What follows belongs to an exercise in optimizing a design on an open flow for small area and a short achievable clock period; a production flow would make more cautious choices. In this exercise RTL edits were held to simulation tests only and were not proved equivalent to the original. No activity file was given, so power comes from the tool's default toggle rates.

--- config.mk ---
export PLATFORM = sky130hd
export DESIGN_NAME = conv_top
export DESIGN_NICKNAME = conv_top
export VERILOG_FILES = /design/flow/design.v
export SDC_FILE = /design/flow/constraint.sdc
export NUM_CORES = 4
export LEC_CHECK = 0
export CAP_MARGIN = 20
export CORE_MARGIN = 2
export CORE_UTILIZATION = 45
export SLEW_MARGIN = 20
export SYNTH_MEMORY_MAX_BITS = 8192
--- constraint.sdc ---
create_clock -name core_clock -period 5.0 [get_ports {i_Clk}]
set_input_delay 1.0000 -clock core_clock [delete_from_list [all_inputs] [get_ports {i_Clk}]]
set_output_delay 1.0000 -clock core_clock [all_outputs]
set_load 0.01 [all_outputs]
--- design.v ---
package conv_types_pkg;
    typedef logic [8-1:0] pixel_t;
    typedef struct packed {
        pixel_t p2;     
        pixel_t p1;
        pixel_t p0;     
    } column_t;
    typedef struct packed {
        column_t c2;    
        column_t c1;
        column_t c0;    
    } window_t;
    typedef logic [9-1:0] fm_addr_t;
endpackage
package conv_ctrl_pkg;
    typedef enum logic [1:0] {
        IDLE  = 2'b00,
        WORK  = 2'b01,
        PAUSE = 2'b10
    } conv_state_e;
endpackage
`timescale 1ns/1ps
module conv_ctrl (
    input  logic i_Clk,
    input  logic i_reset,
    input  logic i_f_start,
    input  logic i_f_stop,
    output logic o_shift,      
    output logic o_idle,       
    output logic o_full_new    
);
    conv_ctrl_pkg::conv_state_e state_q;
    conv_ctrl_pkg::conv_state_e state_d;
    logic [1:0] fill_q;
    logic [1:0] fill_d;
    always_comb begin
        state_d = state_q;
        fill_d  = fill_q;
        case (state_q)
            conv_ctrl_pkg::IDLE: begin
                fill_d = 2'b00;
                if (i_f_start)
                    state_d = conv_ctrl_pkg::WORK;
            end
            conv_ctrl_pkg::WORK: begin
                fill_d = {fill_q[0] | fill_q[1], 1'b1};
                if (i_f_stop)
                    state_d = conv_ctrl_pkg::PAUSE;
            end
            conv_ctrl_pkg::PAUSE: begin
                if (i_f_start)
                    state_d = conv_ctrl_pkg::WORK;
                else if (i_f_stop)
                    state_d = conv_ctrl_pkg::IDLE;
            end
            default: begin
                state_d = conv_ctrl_pkg::IDLE;
                fill_d  = 2'b00;
            end
        endcase
    end
    always_ff @(posedge i_Clk or negedge i_reset) begin
        if (!i_reset) begin
            state_q    <= conv_ctrl_pkg::IDLE;
            fill_q     <= 2'b00;
            o_full_new <= 1'b0;
        end else begin
            state_q    <= state_d;
            fill_q     <= fill_d;
            o_full_new <= (state_q == conv_ctrl_pkg::WORK) && fill_q[1];
        end
    end
    assign o_shift = (state_q == conv_ctrl_pkg::WORK);
    assign o_idle  = (state_q == conv_ctrl_pkg::IDLE);
endmodule
`timescale 1ns/1ps
module conv_window (
    input  logic                    i_Clk,
    input  logic                    i_shift,
    input  conv_types_pkg::column_t i_column,
    output conv_types_pkg::pixel_t  o_cs2,    
    output conv_types_pkg::pixel_t  o_cs1,
    output conv_types_pkg::pixel_t  o_cs0     
);
    conv_types_pkg::pixel_t cs2_q, cs1_q, cs0_q;
    always_ff @(posedge i_Clk) begin
        if (i_shift) begin
            cs0_q <= cs1_q;
            cs1_q <= cs2_q;
            cs2_q <= i_column.p0 + i_column.p1 + i_column.p2;
        end
    end
    assign o_cs2 = cs2_q;
    assign o_cs1 = cs1_q;
    assign o_cs0 = cs0_q;
endmodule
`timescale 1ns/1ps
module conv_mac (
    input  logic                   i_Clk,
    input  logic                   i_reset,
    input  conv_types_pkg::pixel_t i_cs2,
    input  conv_types_pkg::pixel_t i_cs1,
    input  conv_types_pkg::pixel_t i_cs0,
    input  logic                   i_full_new,
    output conv_types_pkg::pixel_t o_data,
    output logic                   o_valid
);
    always_ff @(posedge i_Clk or negedge i_reset) begin
        if (!i_reset) begin
            o_data  <= '0;
            o_valid <= 1'b0;
        end else begin
            o_valid <= i_full_new;
            if (i_full_new)
                o_data <= i_cs2 + i_cs1 + i_cs0;
        end
    end
endmodule
`timescale 1ns/1ps
module feature_map_ram (
    input  logic                     i_Clk,
    input  logic                     i_reset,
    input  logic                     i_clear,
    input  logic                     i_wr_en,
    input  conv_types_pkg::pixel_t   i_wr_data,
    input  conv_types_pkg::fm_addr_t i_rd_addr,
    output conv_types_pkg::pixel_t   o_rd_data,
    output logic                     o_fm_full
);
    localparam int N = 417;
    conv_types_pkg::pixel_t   mem [0:N-1];
    conv_types_pkg::fm_addr_t wr_ptr;
    logic                     full_q;
    logic                     wr_ok;
    assign o_fm_full = full_q;
    assign wr_ok     = i_wr_en && !full_q && !i_clear;   
    always_ff @(posedge i_Clk or negedge i_reset) begin
        if (!i_reset) begin
            wr_ptr <= '0;
            full_q <= 1'b0;
        end else if (i_clear) begin
            wr_ptr <= '0;
            full_q <= 1'b0;
        end else if (wr_ok) begin
            wr_ptr <= wr_ptr + conv_types_pkg::fm_addr_t'(1);
            full_q <= (wr_ptr == conv_types_pkg::fm_addr_t'(N - 1));
        end
    end
    logic [7:0] w_lo, w_mid, w_hi;
    logic [7:0] r_lo, r_mid, r_hi;
    always_comb begin
        for (int k = 0; k < 8; k++) begin
            w_lo[k]  = (wr_ptr[2:0] == 3'(k));
            w_mid[k] = (wr_ptr[5:3] == 3'(k));
            w_hi[k]  = (wr_ptr[8:6] == 3'(k)) && wr_ok;
            r_lo[k]  = (i_rd_addr[2:0] == 3'(k));
            r_mid[k] = (i_rd_addr[5:3] == 3'(k));
            r_hi[k]  = (i_rd_addr[8:6] == 3'(k));
        end
    end
    for (genvar i = 0; i < N; i++) begin : g_word
        always_ff @(posedge i_Clk) begin
            if (w_hi[i / 64] && w_mid[(i / 8) % 8] && w_lo[i % 8])
                mem[i] <= i_wr_data;
        end
    end
    conv_types_pkg::pixel_t rd_d;
    always_comb begin
        rd_d = '0;
        for (int i = 0; i < N; i++) begin
            if (r_hi[i / 64] && r_mid[(i / 8) % 8] && r_lo[i % 8])
                rd_d = rd_d | mem[i];
        end
    end
    always_ff @(posedge i_Clk) begin
        o_rd_data <= rd_d;
    end
endmodule
`timescale 1ns/1ps
module conv_top (
    input  logic                     i_Clk,
    input  logic                     i_reset,
    input  conv_types_pkg::column_t  i_column,
    input  logic                     i_f_start,
    input  logic                     i_f_stop,
    input  conv_types_pkg::fm_addr_t i_rd_addr,
    output conv_types_pkg::pixel_t   o_data,
    output logic                     o_valid,
    output logic                     o_fm_full,
    output conv_types_pkg::pixel_t   o_rd_data
);
    logic                   shift, idle, full_new;
    conv_types_pkg::pixel_t cs2, cs1, cs0;
    conv_ctrl u_ctrl (
        .i_Clk      (i_Clk),
        .i_reset    (i_reset),
        .i_f_start  (i_f_start),
        .i_f_stop   (i_f_stop),
        .o_shift    (shift),
        .o_idle     (idle),
        .o_full_new (full_new)
    );
    conv_window u_window (
        .i_Clk    (i_Clk),
        .i_shift  (shift),
        .i_column (i_column),
        .o_cs2    (cs2),
        .o_cs1    (cs1),
        .o_cs0    (cs0)
    );
    conv_mac u_mac (
        .i_Clk      (i_Clk),
        .i_reset    (i_reset),
        .i_cs2      (cs2),
        .i_cs1      (cs1),
        .i_cs0      (cs0),
        .i_full_new (full_new),
        .o_data     (o_data),
        .o_valid    (o_valid)
    );
    feature_map_ram u_fm_ram (
        .i_Clk      (i_Clk),
        .i_reset    (i_reset),
        .i_clear    (idle),
        .i_wr_en    (o_valid),
        .i_wr_data  (o_data),
        .i_rd_addr  (i_rd_addr),
        .o_rd_data  (o_rd_data),
        .o_fm_full  (o_fm_full)
    );
endmodule
--- run.sh ---
#!/bin/bash
# synth_recipe.tcl (not shown) runs the flow's synth.tcl, then flattens the netlist and writes it again
# the make line also repeats each setting of config.mk as NAME=value (left out here)
make -C /OpenROAD-flow-scripts/flow DESIGN_CONFIG=/design/flow/config.mk WORK_HOME=/design/flow/orfs CLKGATE_MAP_FILE= SYNTH_SCRIPT=/design/flow/synth_recipe.tcl finish
==> impl_metrics.toml <==
[status]
outcome = "stopped before the end"
lastStage = "global routing (5_1_grt)"
error_line = "[ERROR GRT-0116] Global routing finished with congestion. Check the congestion regions in the DRC Viewer."

[grt]
grtUsageTotal = 0.772
grt_max_degree = 142
gr-total-overflow = 8
grt_pass1_wl_um = 1400000
first_global_vias = 116000

[logic_synthesis]
synth_cells = 7860
synth_edf_count = 3360
yosysWarningCount = 5
syn_nets = 7931
synth_cell_types = 80
synthAdderAreaFrac = 0.00422
synth.area.mux_share = 0.0104
yosysSeqAreaShare = 0.785
ys.flop_type = "edfxtp_1"
synth-xor-area-share = 0.00135
ys_async_sr_fraction = 0.00708
ys_ff_latch = 3392
syn-mean-instance-area_sq_um = 16.5
synth_top_family_by_area = "compound AO/OA/AOI/OAI gates"
syn_area_sq_mm = 0.129
synth-simple-area-share = 0.0724
synth_compound_area_frac = 0.109

[floorplan]
die_w_um = 540
fp.dieH_um = 540
rows = 196
initial_core_util = 0.453
io_pins = 55

[clocking]
clock_path_buffers = 4
cts_htree_levels = 5
cts_made_buffers = 359
cts.hold.buffers_added = 0
cts_sinks = 3392
cts_root_buf = "clkbuf_16"

[place]
dp_cells = 13500
io_buffers = 54
routabilityCongestion = 1.35
hpwl_um = 789000
cells by family after synthesis:
group / count (synthesis)
AND/OR/NAND/NOR: 1886
multiplexers: 128
buffers and inverters: 555
adder cells (fa/ha/maj): 34
XOR/XNOR: 20
flip-flops: 3392
AO/OA/AOI/OAI: 1845
synthesized netlist by cell type (106+ instances only):
cell,n,area share
a32oi_1,337,0.023
nand3_1,394,0.015
nand2_1,203,0.0059
clkbuf_1,321,0.0093
nor3_1,204,0.0079
edfxtp_1,3360,0.78
a22o_1,118,0.0080
buf_1,106,0.0031
nor2_1,594,0.017
a21oi_1,157,0.0061
a22oi_1,740,0.043
o22ai_1,115,0.0056
nand4_1,162,0.0078
power groups by stage:
stage	Combinational [uW]	Clock (uW)	Sequential (uW)
after floorplan	936	0	39600
after global placement	8930	0	36700
after detailed placement	9090	0	36700
after CTS	9060	27200	36100
how the worst max path moves through the flow:
| stage | endpoint | slack, ns | cells past startpoint |
|---|---|---|---|
| 3_3_place_gp | u_fm_ram.o_rd_data[0]$_DFF_P_ | -1.98 | 13 |
| 2_1_floorplan | u_fm_ram.mem[0][1]$_DFFE_PP_ | -1.25 | 0 |
| 3_5_place_dp | u_fm_ram.o_rd_data[0]$_DFF_P_ | -1.44 | 14 |
| 4_1_cts | u_fm_ram.o_rd_data[0]$_DFF_P_ | 0.09 | 14 |
metal layers:
| metal | GRT overflow | global-route usage |
|---|---|---|
| met1 | 1 | 0.774 |
| met2 | 5 | 0.855 |
| met3 | 0 | 0.715 |
| met4 | 2 | 0.718 |
| met5 | 0 | 0.604 |
through the flow:
| step | total power (uW) | area, sq um | hold WS [ns] | setup TNS, ns | setup WS, ns |
|---|---|---|---|---|---|
| floorplan | 40500 | 129000 | 0.352 | -2606.10 | -1.25 |
| detailed placement | 45800 | 155000 | 0.442 | -5.31 | -1.44 |
| global placement | 45600 | 155000 | 0.453 | -7.23 | -1.98 |
| CTS | 72400 | 167000 | 0.461 | 0 | 0.0875 |
what timing repair did:
item                                    4_1_cts
resized for setup                             6
endpoints found under the setup margin        1
setup buffers                                 0
gates cloned                                  0
pin swaps                                     2
